From an optimization exercise on the open Yosys and OpenROAD flow, aimed at small area, a short achievable clock period and few clock cycles per item; shortcuts taken in it are not production practice. Function was checked by simulation only, so behaviour that the tests miss may differ from the original. Power is estimated from default activity; no workload was simulated.

==> inputs of v5 <==
// tlb_page_table_translator
module tlb_page_table_translator #(
  parameter int unsigned TLB_ENTRIES = 16,
  parameter int unsigned PAGE_COUNT  = 256,
  parameter int unsigned FRAME_COUNT = 256,
  parameter int unsigned OFFSET_BITS = 8
) (
  input  logic                             clk,
  input  logic                             rst_n,
  input  logic                             in_tvalid,
  output logic                             in_tready,
  input  logic [tlbpt_pkg::IN_DATA_W-1:0]  in_tdata,
  output logic                             out_tvalid,
  input  logic                             out_tready,
  output logic [tlbpt_pkg::OUT_DATA_W-1:0] out_tdata
);
  logic in_fire, a_move, b_commit, o_load, s_to_o, b_to_o, b_to_s;
  tlbpt_ctrl u_ctrl (
    .clk        (clk),
    .rst_n      (rst_n),
    .in_tvalid  (in_tvalid),
    .in_tready  (in_tready),
    .out_tready (out_tready),
    .in_fire    (in_fire),
    .a_move     (a_move),
    .b_commit   (b_commit),
    .o_load     (o_load),
  ...
==> flow/config.mk <==
export PLATFORM = sky130hd
export DESIGN_NAME = tlb_page_table_translator
export DESIGN_NICKNAME = tlb_page_table_translator
export VERILOG_FILES = /design/flow/design.v
export SDC_FILE = /design/flow/constraint.sdc
export NUM_CORES = 4
export LEC_CHECK = 0
export CAP_MARGIN = 20
export CORE_MARGIN = 2
export CORE_UTILIZATION = 50
export CTS_CLUSTER_DIAMETER = 100
export CTS_CLUSTER_SIZE = 24
export PLACE_DENSITY = 0.65
export SETUP_SLACK_MARGIN = 4.3
export SLEW_MARGIN = 20
==> flow/constraint.sdc <==
create_clock -name core_clock -period 7.0 [get_ports {clk}]
set_input_delay 1.4000 -clock core_clock [delete_from_list [all_inputs] [get_ports {clk}]]
set_output_delay 1.4000 -clock core_clock [all_outputs]
set_load 0.01 [all_outputs]
run.sh (not shown) runs the stock make flow with config.mk's settings and CLKGATE_MAP_FILE= SYNTH_SCRIPT=/design/flow/synth_recipe.tcl, a recipe that flattens the netlist after the stock synthesis.
==> v31 (differences from v5) <==
--- a/flow/design.v
+++ b/flow/design.v
@@ -80,50 +80,51 @@
   localparam int unsigned OUT_DATA_W = tlbpt_pkg::OUT_DATA_W;
   localparam int unsigned PAGE_W     = tlbpt_pkg::PAGE_W;
   localparam int unsigned FRAME_W    = tlbpt_pkg::FRAME_W;
   localparam int unsigned OFF_W      = tlbpt_pkg::OFF_W;
   localparam int unsigned FCNT_W     = tlbpt_pkg::FCNT_W;
   localparam int unsigned TLB_W      = $clog2(TLB_ENTRIES);
-  localparam int unsigned GRP_N      = 16;
+  localparam int unsigned GRP_N      = 8;
   localparam int unsigned GRP_SIZE   = PAGE_COUNT / GRP_N;
   localparam int unsigned ENT_W      = FRAME_W + 1;    
+  localparam int unsigned LO_W       = $clog2(GRP_SIZE);
+  localparam int unsigned HI_W       = PAGE_W - LO_W;
   logic [PAGE_W-1:0]  a_page;
   logic [OFF_W-1:0]   a_off;
-  logic [15:0]        a_lo;       
+  logic [GRP_SIZE-1:0] a_lo;      
   always_ff @(posedge clk) begin
     if (in_fire) begin
       a_page <= in_tdata[15:8];
       a_off  <= in_tdata[7:0];
-      for (int i = 0; i < 16; i++) begin
-        a_lo[i] <= (in_tdata[11:8] == 4'(i));
+      for (int i = 0; i < GRP_SIZE; i++) begin
+        a_lo[i] <= (in_tdata[8 +: LO_W] == LO_W'(i));
       end
     end
   end
   logic [ENT_W-1:0]   pt [PAGE_COUNT];
   logic [FRAME_W-1:0] free_r;
   logic [PAGE_W-1:0]             b_page;
   logic [OFF_W-1:0]              b_off;
   logic [GRP_N-1:0]              b_hi;       
-  logic [GRP_SIZE-1:0]           b_lo;       
   logic [GRP_N-1:0][ENT_W-1:0]   b_grp;      
   logic                          b_hit;
   logic                          b_pv;
   logic                          b_fault;
   logic                          b_ins;      
   logic                          b_alloc;    
   logic [GRP_N-1:0][ENT_W-1:0]   a_grp;
   logic [GRP_N-1:0]              a_hi;
   logic                          a_same;     
   logic                          a_same_lo;
   always_comb begin
     for (int i = 0; i < GRP_N; i++) begin
-      a_hi[i] = (a_page[7:4] == 4'(i));
+      a_hi[i] = (a_page[PAGE_W-1:LO_W] == HI_W'(i));
     end
   end
-  assign a_same_lo = (a_page[3:0] == b_page[3:0]);
-  assign a_same    = a_same_lo && (a_page[7:4] == b_page[7:4]);
+  assign a_same_lo = (a_page[LO_W-1:0] == b_page[LO_W-1:0]);
+  assign a_same    = a_same_lo && (a_page[PAGE_W-1:LO_W] == b_page[PAGE_W-1:LO_W]);
   always_comb begin
     for (int g = 0; g < GRP_N; g++) begin
       a_grp[g] = '0;
       for (int j = 0; j < GRP_SIZE; j++) begin
         a_grp[g] = a_grp[g] | ({ENT_W{a_lo[j]}} & pt[g * GRP_SIZE + j]);
       end
@@ -149,13 +150,12 @@
   assign a_hit = |a_match;
   always_ff @(posedge clk) begin
     if (a_move) begin
       b_page <= a_page;
       b_off  <= a_off;
       b_hi   <= a_hi;
-      b_lo   <= a_lo;
       b_grp  <= a_grp;
       b_hit  <= a_hit;
     end
   end
   logic [FRAME_W-1:0] b_pf;
   logic [FRAME_W-1:0] b_frame;
@@ -170,13 +170,14 @@
   assign b_fault = !b_pv;
   assign b_frame = b_pv ? b_pf : free_r;
   assign b_ins   = b_commit && !b_hit;
   assign b_alloc = b_commit && b_fault;
   for (genvar p = 0; p < PAGE_COUNT; p++) begin : g_pt
     logic we;
-    assign we = b_commit && b_hi[p / GRP_SIZE] && b_lo[p % GRP_SIZE] && !pt[p][FRAME_W];
+    assign we = b_commit && b_hi[p / GRP_SIZE] && (b_page[LO_W-1:0] == LO_W'(p % GRP_SIZE))
+                && !pt[p][FRAME_W];
     always_ff @(posedge clk) begin
       if (!rst_n) begin
         pt[p][FRAME_W] <= 1'b0;
       end else if (we) begin
         pt[p][FRAME_W] <= 1'b1;
       end
==> v18 (differences from v5) <==
--- a/flow/design.v
+++ b/flow/design.v
@@ -85,20 +85,16 @@
   localparam int unsigned TLB_W      = $clog2(TLB_ENTRIES);
   localparam int unsigned GRP_N      = 16;
   localparam int unsigned GRP_SIZE   = PAGE_COUNT / GRP_N;
   localparam int unsigned ENT_W      = FRAME_W + 1;    
   logic [PAGE_W-1:0]  a_page;
   logic [OFF_W-1:0]   a_off;
-  logic [15:0]        a_lo;       
   always_ff @(posedge clk) begin
     if (in_fire) begin
       a_page <= in_tdata[15:8];
       a_off  <= in_tdata[7:0];
-      for (int i = 0; i < 16; i++) begin
-        a_lo[i] <= (in_tdata[11:8] == 4'(i));
-      end
     end
   end
   logic [ENT_W-1:0]   pt [PAGE_COUNT];
   logic [FRAME_W-1:0] free_r;
   logic [PAGE_W-1:0]             b_page;
   logic [OFF_W-1:0]              b_off;
@@ -109,31 +105,47 @@
   logic                          b_pv;
   logic                          b_fault;
   logic                          b_ins;      
   logic                          b_alloc;    
   logic [GRP_N-1:0][ENT_W-1:0]   a_grp;
   logic [GRP_N-1:0]              a_hi;
+  logic [GRP_SIZE-1:0]           a_lo;
   logic                          a_same;     
   logic                          a_same_lo;
   always_comb begin
     for (int i = 0; i < GRP_N; i++) begin
       a_hi[i] = (a_page[7:4] == 4'(i));
     end
+    for (int i = 0; i < GRP_SIZE; i++) begin
+      a_lo[i] = (a_page[3:0] == 4'(i));
+    end
   end
   assign a_same_lo = (a_page[3:0] == b_page[3:0]);
   assign a_same    = a_same_lo && (a_page[7:4] == b_page[7:4]);
-  always_comb begin
-    for (int g = 0; g < GRP_N; g++) begin
-      a_grp[g] = '0;
-      for (int j = 0; j < GRP_SIZE; j++) begin
-        a_grp[g] = a_grp[g] | ({ENT_W{a_lo[j]}} & pt[g * GRP_SIZE + j]);
-      end
-      if (b_alloc && a_same_lo && b_hi[g]) begin
-        a_grp[g] = {1'b1, free_r};
-      end
+  for (genvar g = 0; g < GRP_N; g++) begin : g_rd
+    logic [ENT_W-1:0] l1 [4];
+    logic [ENT_W-1:0] l2;
+    for (genvar k = 0; k < 4; k++) begin : g_l1
+      always_comb begin
+        case (a_page[1:0])
+          2'd0:    l1[k] = pt[g * GRP_SIZE + 4 * k + 0];
+          2'd1:    l1[k] = pt[g * GRP_SIZE + 4 * k + 1];
+          2'd2:    l1[k] = pt[g * GRP_SIZE + 4 * k + 2];
+          default: l1[k] = pt[g * GRP_SIZE + 4 * k + 3];
+        endcase
+      end
+    end
+    always_comb begin
+      case (a_page[3:2])
+        2'd0:    l2 = l1[0];
+        2'd1:    l2 = l1[1];
+        2'd2:    l2 = l1[2];
+        default: l2 = l1[3];
+      endcase
     end
+    assign a_grp[g] = (b_alloc && a_same_lo && b_hi[g]) ? {1'b1, free_r} : l2;
   end
   logic [PAGE_W-1:0]      tag_r [TLB_ENTRIES];
   logic [TLB_ENTRIES-1:0] tv_r;       
   logic [TLB_ENTRIES-1:0] ptr_r;      
   logic [TLB_ENTRIES-1:0] a_match;
   logic                   a_hit;
@@ -179,13 +191,13 @@
         pt[p][FRAME_W] <= 1'b0;
       end else if (we) begin
         pt[p][FRAME_W] <= 1'b1;
       end
     end
     always_ff @(posedge clk) begin
-      if (!pt[p][FRAME_W]) begin
+      if (we) begin
         pt[p][FRAME_W-1:0] <= free_r;
       end
     end
   end
   for (genvar i = 0; i < TLB_ENTRIES; i++) begin : g_tlb
     always_ff @(posedge clk) begin
Settings changed: CORE_UTILIZATION 50 to 40, CTS_CLUSTER_DIAMETER 100 to unset, CTS_CLUSTER_SIZE 24 to unset, PLACE_DENSITY 0.65 to 0.6, SETUP_SLACK_MARGIN 4.3 to 3.8.
==> v12 (differences from v5) <==
--- a/flow/design.v
+++ b/flow/design.v
@@ -80,50 +80,51 @@
   localparam int unsigned OUT_DATA_W = tlbpt_pkg::OUT_DATA_W;
   localparam int unsigned PAGE_W     = tlbpt_pkg::PAGE_W;
   localparam int unsigned FRAME_W    = tlbpt_pkg::FRAME_W;
   localparam int unsigned OFF_W      = tlbpt_pkg::OFF_W;
   localparam int unsigned FCNT_W     = tlbpt_pkg::FCNT_W;
   localparam int unsigned TLB_W      = $clog2(TLB_ENTRIES);
-  localparam int unsigned GRP_N      = 16;
+  localparam int unsigned GRP_N      = 8;
   localparam int unsigned GRP_SIZE   = PAGE_COUNT / GRP_N;
   localparam int unsigned ENT_W      = FRAME_W + 1;    
+  localparam int unsigned LO_W       = $clog2(GRP_SIZE);
+  localparam int unsigned HI_W       = PAGE_W - LO_W;
   logic [PAGE_W-1:0]  a_page;
   logic [OFF_W-1:0]   a_off;
-  logic [15:0]        a_lo;       
+  logic [GRP_SIZE-1:0] a_lo;      
   always_ff @(posedge clk) begin
     if (in_fire) begin
       a_page <= in_tdata[15:8];
       a_off  <= in_tdata[7:0];
-      for (int i = 0; i < 16; i++) begin
-        a_lo[i] <= (in_tdata[11:8] == 4'(i));
+      for (int i = 0; i < GRP_SIZE; i++) begin
+        a_lo[i] <= (in_tdata[8 +: LO_W] == LO_W'(i));
       end
     end
   end
   logic [ENT_W-1:0]   pt [PAGE_COUNT];
   logic [FRAME_W-1:0] free_r;
   logic [PAGE_W-1:0]             b_page;
   logic [OFF_W-1:0]              b_off;
   logic [GRP_N-1:0]              b_hi;       
-  logic [GRP_SIZE-1:0]           b_lo;       
   logic [GRP_N-1:0][ENT_W-1:0]   b_grp;      
   logic                          b_hit;
   logic                          b_pv;
   logic                          b_fault;
   logic                          b_ins;      
   logic                          b_alloc;    
   logic [GRP_N-1:0][ENT_W-1:0]   a_grp;
   logic [GRP_N-1:0]              a_hi;
   logic                          a_same;     
   logic                          a_same_lo;
   always_comb begin
     for (int i = 0; i < GRP_N; i++) begin
-      a_hi[i] = (a_page[7:4] == 4'(i));
+      a_hi[i] = (a_page[PAGE_W-1:LO_W] == HI_W'(i));
     end
   end
-  assign a_same_lo = (a_page[3:0] == b_page[3:0]);
-  assign a_same    = a_same_lo && (a_page[7:4] == b_page[7:4]);
+  assign a_same_lo = (a_page[LO_W-1:0] == b_page[LO_W-1:0]);
+  assign a_same    = a_same_lo && (a_page[PAGE_W-1:LO_W] == b_page[PAGE_W-1:LO_W]);
   always_comb begin
     for (int g = 0; g < GRP_N; g++) begin
       a_grp[g] = '0;
       for (int j = 0; j < GRP_SIZE; j++) begin
         a_grp[g] = a_grp[g] | ({ENT_W{a_lo[j]}} & pt[g * GRP_SIZE + j]);
       end
@@ -149,13 +150,12 @@
   assign a_hit = |a_match;
   always_ff @(posedge clk) begin
     if (a_move) begin
       b_page <= a_page;
       b_off  <= a_off;
       b_hi   <= a_hi;
-      b_lo   <= a_lo;
       b_grp  <= a_grp;
       b_hit  <= a_hit;
     end
   end
   logic [FRAME_W-1:0] b_pf;
   logic [FRAME_W-1:0] b_frame;
@@ -170,13 +170,14 @@
   assign b_fault = !b_pv;
   assign b_frame = b_pv ? b_pf : free_r;
   assign b_ins   = b_commit && !b_hit;
   assign b_alloc = b_commit && b_fault;
   for (genvar p = 0; p < PAGE_COUNT; p++) begin : g_pt
     logic we;
-    assign we = b_commit && b_hi[p / GRP_SIZE] && b_lo[p % GRP_SIZE] && !pt[p][FRAME_W];
+    assign we = b_commit && b_hi[p / GRP_SIZE] && (b_page[LO_W-1:0] == LO_W'(p % GRP_SIZE))
+                && !pt[p][FRAME_W];
     always_ff @(posedge clk) begin
       if (!rst_n) begin
         pt[p][FRAME_W] <= 1'b0;
       end else if (we) begin
         pt[p][FRAME_W] <= 1'b1;
       end
@@ -219,13 +220,19 @@
   always_ff @(posedge clk) begin
     if (b_to_s) begin
       s_phys  <= {b_frame, b_off};
       s_hit   <= b_hit;
       s_fault <= b_fault;
     end
-    if (s_to_o) begin
+  end
+  always_ff @(posedge clk) begin
+    if (!rst_n) begin
+      o_phys  <= '0;
+      o_hit   <= 1'b0;
+      o_fault <= 1'b0;
+    end else if (s_to_o) begin
       o_phys  <= s_phys;
       o_hit   <= s_hit;
       o_fault <= s_fault;
     end else if (b_to_o) begin
       o_phys  <= {b_frame, b_off};
       o_hit   <= b_hit;
Settings changed: CORE_UTILIZATION 50 to 55, PLACE_DENSITY 0.65 to 0.7, SETUP_SLACK_MARGIN 4.3 to 4.4.
==> notes <==
The lowest register-to-register slack belongs to v18, the highest to v12. Between v18 and v5, the lower sequential cell count is in v18 (gap 16). Combinational power, lowest first: v12, v31, v5, v18. Of v18 and v31, v31 has the higher routed wire length (gap 11%, measured against v31). In v31 the utilization is lower than in v12, by 5.2 points. Between v18 and v5, the lower critical path depth is in v5 (gap 4). Of v31 and v12, v12 has the higher non-clock buffer count (gap 2). The highest maximum frequency belongs to v12, the lowest to v18.
==> figures <==
|  | v5 | v18 | v31 | v12 |
|---|---|---|---|---|
| Power consumed by sequential cells | 18500 uW | 18200 uW | 17600 uW | 17600 uW |
| Average instance area after synthesis | 15.7 um2 | 17.2 um2 | 15.7 um2 | 15.8 um2 |
| Ratio of cells with drive above 1 in the final layout | 9.48% | 21.4% | 11.3% | 11.3% |
| Via/cell ratio | 6.57 | 5.86 | 6.88 | 6.98 |
| Sum of internal, switching and leakage power | 28600 uW | 35400 uW | 27500 uW | 26700 uW |
| Multiplexer share of the synthesized area | 0.348% | 14.0% | 0.270% | 0.00989% |
| Syn Inst Count | 6613 | 6375 | 6401 | 6388 |
| Setup skew after layout | 0.0368 ns | 0.0669 ns | 0.0470 ns | 0.0483 ns |
| Largest net degree at the start of global routing | 225 | 235 | 226 | 193 |
| Stage delay of the slowest cell on the critical path | 0.42 ns | 0.71 ns | 0.52 ns | 0.41 ns |
| Global-route track usage on met1 | 39.8% | 29.4% | 41.8% | 44.7% |
| Shortest clock period the worst path allows after layout | 2.82 ns | 3.21 ns | 2.95 ns | 2.77 ns |
| Netlist Area Pre-Place | 104000 um2 | 110000 um2 | 101000 um2 | 101000 um2 |
| Run status | finished clean | finished clean | finished clean | finished clean |
| Number of post-CTS setup repair buffers | 100 | 16 | 94 | 105 |
| Relative max-transition margin | 19.0% | 18.2% | 17.3% | 24.0% |
| Critical path depth in cells | 1 | 5 | 1 | 1 |
Testbench counts of v5, summed over its fixed seeds: cycles 12,024, items 12,000.
Testbench counts of v31, summed over its fixed seeds: cycles 12,024, items 12,000.
Testbench counts of v18, summed over its fixed seeds: cycles 12,024, items 12,000.
Testbench counts of v12, summed over its fixed seeds: cycles 12,024, items 12,000.

[static timing again, ports no longer ideal]
The flow's constraints put no driver on any port. The routed layouts listed below were extracted and timed again, unchanged, in two steps. Step 1: set_driving_cell puts a clkbuf_16 on clk and a buf_2 on each other input, an assumption about the parent block. Step 2, shift: input delay + t, output delay - t, t = (earliest + latest rising clock arrival at the registers) / 2. This alone moves slack from input paths to output paths. Three values: no drivers, after step 1, after step 2; two values: the first two.
run	t (ns)	slack for setup (ns)	worst setup path after step 2	slew at the worst register clock pin (ns)	worst slew at a driven data input, ns
v5	0.924	4.180 / 4.083 / 3.525	input to register	0.10 / 0.10	0.10
v31	0.944	4.047 / 3.950 / 3.435	input to register	0.10 / 0.10	0.09
v18	1.025	3.788 / 3.788 / 3.204	input to register	0.06 / 0.06	0.10
v12	0.918	4.235 / 4.146 / 3.838	input to register	0.11 / 0.11	0.08
After both steps setup and hold are still met in every run listed. For v5, which loses most, drivers alone change the setup slack by -0.097 ns; drivers and shift together by -0.655 ns.
